Context: an optimization exercise on an open-source flow, tuned for small area, a short achievable clock period and few clock cycles per item. The choices shown serve that exercise and are no tape-out recipe. In this exercise RTL edits were held to simulation tests only and were not proved equivalent to the original.

==> flow/design.v (excerpt) <==
module alu_arbiter #(
    parameter int unsigned MUL_LAT = 3
) (
    input  logic        clk_i,
    input  logic        rst_i,
    input  logic        req0_valid_i,
    output logic        req0_ready_o,
    input  logic [2:0]  req0_op_i,
    input  logic [31:0] req0_src1_i,
    input  logic [31:0] req0_src2_i,
    input  logic        req1_valid_i,
    output logic        req1_ready_o,
    input  logic [2:0]  req1_op_i,
    input  logic [31:0] req1_src1_i,
    input  logic [31:0] req1_src2_i,
    output logic        rsp_valid_o,
    input  logic        rsp_ready_i,
    output logic        rsp_id_o,
    output logic [31:0] rsp_result_o,
    output logic        busy_o
);
For scale: ~2200 cells after synthesis, ~180 I/O pins, about 15000 sq um of cells after synthesis.
==> flow/config.mk <==
export PLATFORM = sky130hd
export DESIGN_NAME = alu_arbiter
export DESIGN_NICKNAME = alu_arbiter
export VERILOG_FILES = /design/flow/design.v
export SDC_FILE = /design/flow/constraint.sdc
export NUM_CORES = 4
export LEC_CHECK = 0
export ABC_AREA = 1
export ABC_CLOCK_PERIOD_IN_PS = 4000
export CAP_MARGIN = 20
export CORE_MARGIN = 2
export CORE_UTILIZATION = 40
export SETUP_SLACK_MARGIN = 4.45
export SLEW_MARGIN = 20
==> flow/constraint.sdc <==
create_clock -name core_clock -period 9.0 [get_ports {clk_i}]
set_input_delay 1.8000 -clock core_clock [delete_from_list [all_inputs] [get_ports {clk_i}]]
set_output_delay 1.8000 -clock core_clock [all_outputs]
set_load 0.01 [all_outputs]
standard.sh (not shown) runs the stock make flow with config.mk's settings and CLKGATE_MAP_FILE= SYNTH_SCRIPT=/design/flow/synth_recipe.tcl, a recipe that flattens the netlist after the stock synthesis.
==> flow/flow/run.sh <==
#!/bin/bash
# Standard synthesis, then the standard layout with the settings below
# passed to make. make's output goes to synth.log and layout.log; each ORFS
# step keeps its own log under orfs/logs.
set -euo pipefail
bash standard.sh synth > synth.log 2>&1
args=(
  "BUFFER_PORTS_ARGS=-buffer_cell sky130_fd_sc_hd__buf_1"
  "CTS_ARGS=-sink_clustering_enable -repair_clock_nets -dont_use_dummy_load -root_buf sky130_fd_sc_hd__clkbuf_8 -buf_list {sky130_fd_sc_hd__clkbuf_4 sky130_fd_sc_hd__clkbuf_8}"
)
bash standard.sh "${args[@]}" finish > layout.log 2>&1
The first run completed without violations.
Testbench counts at the start, summed over its fixed seeds: cycles 2,984, items 2,400.
Rerun with:
--- a/flow/design.v
+++ b/flow/design.v
@@ -113,18 +113,16 @@
         ex_a_q  <= ({32{ld0}} & req0_src1_i) | ({32{ld1}} & req1_src1_i)
                  | ({32{hold}} & ex_a_q) | ({32{ex_step}} & {ex_a_q[23:0], 8'd0});
         ex_b_q  <= ({32{ld0}} & req0_src2_i) | ({32{ld1}} & req1_src2_i)
                  | ({32{hold}} & ex_b_q) | ({32{ex_step}} & {{8{ex_b_q[31]}}, ex_b_q[31:8]});
         ex_bd_q <= ({12{ld0}} & f0) | ({12{ld1}} & f1)
                  | ({12{hold}} & ex_bd_q) | ({12{ex_step}} & bn);
         ex_d_q  <= ({8{ld0}} & d0) | ({8{ld1}} & d1) | ({8{~accept}} & ex_d_q);
-        ex_lastm_q <= (ld0 & (top_equal(req0_src2_i[31:7]) | (req0_src1_i[23:0] == 24'd0)))
-                    | (ld1 & (top_equal(req1_src2_i[31:7]) | (req1_src1_i[23:0] == 24'd0)))
-                    | (hold & ex_lastm_q)
-                    | (ex_step & (top_equal({{8{ex_b_q[31]}}, ex_b_q[31:15]}) | (ex_a_q[15:0] == 16'd0)));
+        ex_lastm_q <= (ld0 & top_equal(req0_src2_i[31:7])) | (ld1 & top_equal(req1_src2_i[31:7]))
+                    | (hold & ex_lastm_q) | (ex_step & top_equal({{8{ex_b_q[31]}}, ex_b_q[31:15]}));
         ex_id_q    <= ld1 | (~accept & ex_id_q);
         ex_first_q <= accept | (hold & ex_first_q);
     end
     logic [3:0]  nb;
     logic [31:0] acc_t;
     logic [31:0] r0, r1, r2, r3;
     logic [31:0] row_a, row_b;
The changed run finished clean.
Setup slack is worse by 12 ps.
Maximum frequency stays flat.
Routed wire length drops by 2.9%.
First-iteration DRC count drops by 6.4%.
Cell count decreases by 2.0%.
Sequential share of layout area grows by 0.31 points.
Synthesized area came out lower by 1.3%.
Non-clock buffer count is higher by 1.
Critical path depth grows by 14.
Testbench counts after the change, summed over its fixed seeds: cycles 3,103, items 2,400.

afterwards: timing with drivers on the ports:
The flow's constraints put no driver on any port. The routed layouts listed below were extracted and timed again, unchanged, in two steps.
Step 1 assumes that a clkbuf_16 drives the clock port and a buf_2 every other input.
Step 2 adds t to the input delays and takes it off the output delays; t is the mean of the earliest and latest rising clock arrival at the registers after step 1. Input paths then give back, and output paths get back, about the clock's delay inside the block.
Three values: ideal, step 1, step 2; two values: the first two.
run	t, ns	setup WS [ns]	cell pins on the clock port's net
the first run	0.516	4.502 / 4.480 / 4.480	1
the second run	0.506	4.491 / 4.484 / 4.043	1
After both steps every run listed still meets setup and hold. The setup slack of the second run, which loses most, moves by -0.007 ns with the drivers and by -0.448 ns with both steps.
